Context: an optimization exercise on an open-source flow, tuned for small area. The choices shown serve that exercise and are no tape-out recipe.
In this exercise RTL edits were held to simulation tests only and were not proved equivalent to the original.
The clock port is modelled as an ideal driver, which makes a skipped or thinned clock tree look cheaper than it is; a real chip needs a root buffer or a tree.
Power and IR drop assume default switching activity.

==> job 9788: inputs <==
Design checkers_top, start of the top module:
module checkers_top (
  input  logic         clk,
  input  logic         resetn,
  input  logic [7:0]   scan_code,
  input  logic         scan_valid,
  output logic [191:0] board,
  output logic         turn,
  output logic [2:0]   cursor_x,
  output logic [2:0]   cursor_y,
  output logic [2:0]   sel_x,
  output logic [2:0]   sel_y,
  output logic         show_highlight,
  output logic [6:0]   hex0,
  output logic [6:0]   hex1,
  output logic [6:0]   hex4,
  output logic [6:0]   hex5
);
export LEC_CHECK = 0
export CAP_MARGIN = 20
export CORE_MARGIN = 2
export CORE_UTILIZATION = 40
export SLEW_MARGIN = 20
create_clock -name core_clock -period 8.0 [get_ports {clk}]
standard.sh (not shown) runs the stock make flow with config.mk's settings and CLKGATE_MAP_FILE= SYNTH_SCRIPT=/design/flow/synth_recipe.tcl, a recipe that flattens the netlist after the stock synthesis.
==> flow/flow/run.sh <==
#!/bin/bash
# Own layout flow: the standard flow (standard.sh), with
#  - synthesis: the standard flow's synthesis script unchanged, except that ABC maps the
#    logic with an area script (&deepsyn, then &nf) instead of ORFS's delay
#    script, and adders are left to ABC (no ADDER_MAP_FILE, no Kogge-Stone
#    carry map). Registers and their
#    names come out exactly as in the standard synthesis. It runs NSEEDS
#    such ABC scripts (different deepsyn seeds, one or two rounds), NUM_CORES
#    at a time, and keeps the smallest netlist.
#  - port buffers of the smallest buffer cell (buf_1)
#  - flow/cts.tcl after placement: constant output ports get buf_1 port buffers
#    fed by shared tie cells (flow/ties.tcl), and a small clock tree (a root
#    buffer, then leaf buffers each driving one cluster of flip-flops,
#    flow/mycts.tcl) is built in place of ORFS's CTS step; it uses the fewest
#    leaf buffers whose estimated flip-flop clock slew is under MYCTS_SLEW.
# Each tool's output goes to its own log in the work folder: synth_sN.log,
# synth_select.log, standard_place.log, cts.log, standard_finish.log.
set -uo pipefail
W=$(pwd)
export MY_FLOW="$W/flow"
export MY_RESULTS="$W/orfs/results/$FLOW_PLATFORM/checkers_top/base"
export MYCTS_NBUF=${MYCTS_NBUF:-6}
export MYCTS_CELL=${MYCTS_CELL:-sky130_fd_sc_hd__clkbuf_8}
export MYCTS_ROOT=${MYCTS_ROOT:-sky130_fd_sc_hd__clkbuf_8}
export MYCTS_CAPF=${MYCTS_CAPF:-1.3}
export MYCTS_SLEW=${MYCTS_SLEW:-0.100}
export TIE_GROUP=${TIE_GROUP:-26}
NSEEDS=${NSEEDS:-16}
# SYNTH_OPERATIONS_ARGS: arithmetic is mapped without ORFS's Kogge-Stone
# carry unit (the plain yosys mapping is a smaller start for ABC)
ARGS=(ADDER_MAP_FILE= SYNTH_OPERATIONS_ARGS=-noshare BUFFER_PORTS_ARGS="-buffer_cell sky130_fd_sc_hd__buf_1")

for S in $(seq 1 $NSEEDS); do
  if (( S % 2 )); then
    # one round: deep AIG synthesis, then area-recovering mapping
    echo "strash; &get -n; &deepsyn -S $S -T 60; &dch -f; &nf -R 1000; &put" > "$W/area_s$S.abc"
  else
    # two rounds: map, restructure the mapped logic, map again
    echo "strash; &get -n; &deepsyn -S $S -T 30; &dch -f; &nf -R 1000; &st; &deepsyn -S $((S + 100)) -T 30; &dch -f; &nf -R 1000; &put" > "$W/area_s$S.abc"
  fi
  {
    echo 'proc abc {args} {'
    echo '  set i [lsearch -exact $args -script]'
    echo "  if {\$i >= 0} { set args [lreplace \$args [expr {\$i + 1}] [expr {\$i + 1}] $W/area_s$S.abc] }"
    echo '  yosys abc {*}$args'
    echo '}'
    cat "$W/synth_recipe.tcl"
  } > "$W/flow_synth_s$S.tcl"
  sed "s#WORK_HOME=$W/orfs #WORK_HOME=$W/orfs_s$S #" "$W/standard.sh" > "$W/standard_s$S.sh"
  bash "$W/standard_s$S.sh" SYNTH_SCRIPT="$W/flow_synth_s$S.tcl" "${ARGS[@]}" synth > "$W/synth_s$S.log" 2>&1 &
  # at most NUM_CORES synthesis runs at a time
  (( S % ${NUM_CORES:-4} == 0 )) && wait
done
wait
best=""; best_area=""
for S in $(seq 1 $NSEEDS); do
  rpt="$W/orfs_s$S/reports/$FLOW_PLATFORM/checkers_top/base/synth_stat.txt"
  [[ -f "$W/orfs_s$S/results/$FLOW_PLATFORM/checkers_top/base/1_synth.odb" && -f "$rpt" ]] || continue
  a=$(awk '/Chip area for module/ {print $NF}' "$rpt")
  echo "seed $S: synthesis area $a" | tee -a "$W/synth_select.log"
  if [[ -z "$best" ]] || awk -v a="$a" -v b="$best_area" 'BEGIN {exit !(a < b)}'; then best=$S; best_area=$a; fi
done
[[ -n "$best" ]] || exit 1
echo "using seed $best" | tee -a "$W/synth_select.log"
cp -a "$W/orfs_s$best" "$W/orfs"
for S in $(seq 1 $NSEEDS); do [[ "$S" == "$best" ]] || rm -rf "$W/orfs_s$S"; done

bash "$W/standard.sh" SYNTH_SCRIPT="$W/flow_synth_s$best.tcl" "${ARGS[@]}" place > "$W/standard_place.log" 2>&1 || exit 1
openroad -no_init -exit "$W/flow/cts.tcl" > "$W/cts.log" 2>&1 || exit 1
bash "$W/standard.sh" SYNTH_SCRIPT="$W/flow_synth_s$best.tcl" "${ARGS[@]}" finish > "$W/standard_finish.log" 2>&1
Other scripts of this flow, unchanged in this note and not shown: flow/flow/cts.tcl, flow/flow/mycts.tcl, flow/flow/ties.tcl
==> job 6590: changes against job 9788 <==
--- a/flow/flow/run.sh
+++ b/flow/flow/run.sh
@@ -3,9 +3,7 @@
 #  - synthesis: the standard flow's synthesis script unchanged, except that ABC maps the
 #    logic with an area script (&deepsyn, then &nf) instead of ORFS's delay
-#    script, and adders are left to ABC (no ADDER_MAP_FILE, no Kogge-Stone
-#    carry map). Registers and their
-#    names come out exactly as in the standard synthesis. It runs NSEEDS
-#    such ABC scripts (different deepsyn seeds, one or two rounds), NUM_CORES
-#    at a time, and keeps the smallest netlist.
+#    script, and adders are left to ABC (no ADDER_MAP_FILE). Registers and their
+#    names come out exactly as in the standard synthesis. It runs with
+#    NSEEDS deepsyn seeds, NUM_CORES at a time, and keeps the smallest netlist.
 #  - port buffers of the smallest buffer cell (buf_1)
 #  - flow/cts.tcl after placement: constant output ports get buf_1 port buffers
@@ -26,17 +24,9 @@
 export MYCTS_SLEW=${MYCTS_SLEW:-0.100}
 export TIE_GROUP=${TIE_GROUP:-26}
-NSEEDS=${NSEEDS:-16}
-# SYNTH_OPERATIONS_ARGS: arithmetic is mapped without ORFS's Kogge-Stone
-# carry unit (the plain yosys mapping is a smaller start for ABC)
-ARGS=(ADDER_MAP_FILE= SYNTH_OPERATIONS_ARGS=-noshare BUFFER_PORTS_ARGS="-buffer_cell sky130_fd_sc_hd__buf_1")
+NSEEDS=${NSEEDS:-8}
+ARGS=(ADDER_MAP_FILE= BUFFER_PORTS_ARGS="-buffer_cell sky130_fd_sc_hd__buf_1")
 
 for S in $(seq 1 $NSEEDS); do
-  if (( S % 2 )); then
-    # one round: deep AIG synthesis, then area-recovering mapping
-    echo "strash; &get -n; &deepsyn -S $S -T 60; &dch -f; &nf -R 1000; &put" > "$W/area_s$S.abc"
-  else
-    # two rounds: map, restructure the mapped logic, map again
-    echo "strash; &get -n; &deepsyn -S $S -T 30; &dch -f; &nf -R 1000; &st; &deepsyn -S $((S + 100)) -T 30; &dch -f; &nf -R 1000; &put" > "$W/area_s$S.abc"
-  fi
+  echo "strash; &get -n; &deepsyn -S $S -T ${DEEPSYN_T:-60}; &dch -f; &nf -R 1000; &put" > "$W/area_s$S.abc"
   {
     echo 'proc abc {args} {'
==> qor summary <==
Worst Clk Skew: job 6590 41.1 ps; job 9788 26.0 ps
P_int: job 6590 718 uW; job 9788 731 uW
Depth of the worst register-to-register path: job 6590 18; job 9788 15
Area fraction in compound gates after synthesis: job 6590 25.4%; job 9788 25.9%
Transition time of the tightest slew-check pin: job 6590 1130 ps; job 9788 1130 ps
Sequential cell fraction of total power: job 6590 60.3%; job 9788 59.8%
Layout-stage area growth over the synthesis result: job 6590 7.48%; job 9788 8.08%
Share of the final layout cell area in multi-input gates: job 6590 48.7%; job 9788 48.4%
Slowest cell on crit path: job 6590 sky130_fd_sc_hd__clkinv_1; job 9788 sky130_fd_sc_hd__dfxtp_1
Status: job 6590 finished clean; job 9788 finished clean
Sequential area share after synthesis: job 6590 34.1%; job 9788 34.4%
Time the worst path needs with I/O delays and setup: job 6590 6930 ps; job 9788 6370 ps
Length of routed met2 wiring: job 6590 13,600 um; job 9788 12,200 um
Comb. pwr: job 6590 65.0 uW; job 9788 64.5 uW
Fraction of standard cell area that is sequential: job 6590 31.8%; job 9788 31.8%
Area of the multi-input gates: job 6590 3590 um2; job 9788 3560 um2
Last element of the critical path: job 6590 inner[13][2]; job 9788 inner[26][2]
Synthesized area divided by synthesized cell count: job 6590 7.65 um2; job 9788 7.93 um2
RR Startpoint: job 6590 cursor_x[2]; job 9788 cursor_y[0]
Worst voltage drop across the vdd grid: job 6590 0.000130 V; job 9788 0.000140 V
Chip Height: job 6590 135 um; job 9788 134 um
No run of this note takes its clock network from TritonCTS; it comes from the design's own scripts or RTL.

[static timing again, ports no longer ideal]
In the flow no input, the clock included, has a driving cell. The finished layouts below were timed again as built, in two steps.
Step 1 (the two cells are an assumption about what drives the block):
set clk [get_ports {clk}]
set_driving_cell -lib_cell sky130_fd_sc_hd__clkbuf_16 $clk
set_driving_cell -lib_cell sky130_fd_sc_hd__buf_2 [delete_from_list [all_inputs] $clk]
Step 2 times the ports against the registers' clock, not the clock port: input delays grow and output delays shrink by t, the midpoint of the rising clock arrivals with the driver on.
Slacks: no drivers / after step 1 / after step 2; pairs: no drivers / after step 1.
run | shift t [ns] | setup slack, ns | hold slack, ns | clock arrival spread, ns | worst data-port slew with drivers (ns)
job 9788 | 0.474 | 1.627 / 1.627 / 1.627 | 0.450 / 0.450 / 0.450 | 0.026 / 0.026 | 0.03
job 6590 | 0.487 | 1.074 / 1.074 / 1.074 | 0.444 / 0.444 / 0.444 | 0.041 / 0.041 | 0.03
After both steps setup and hold are still met in every run listed.
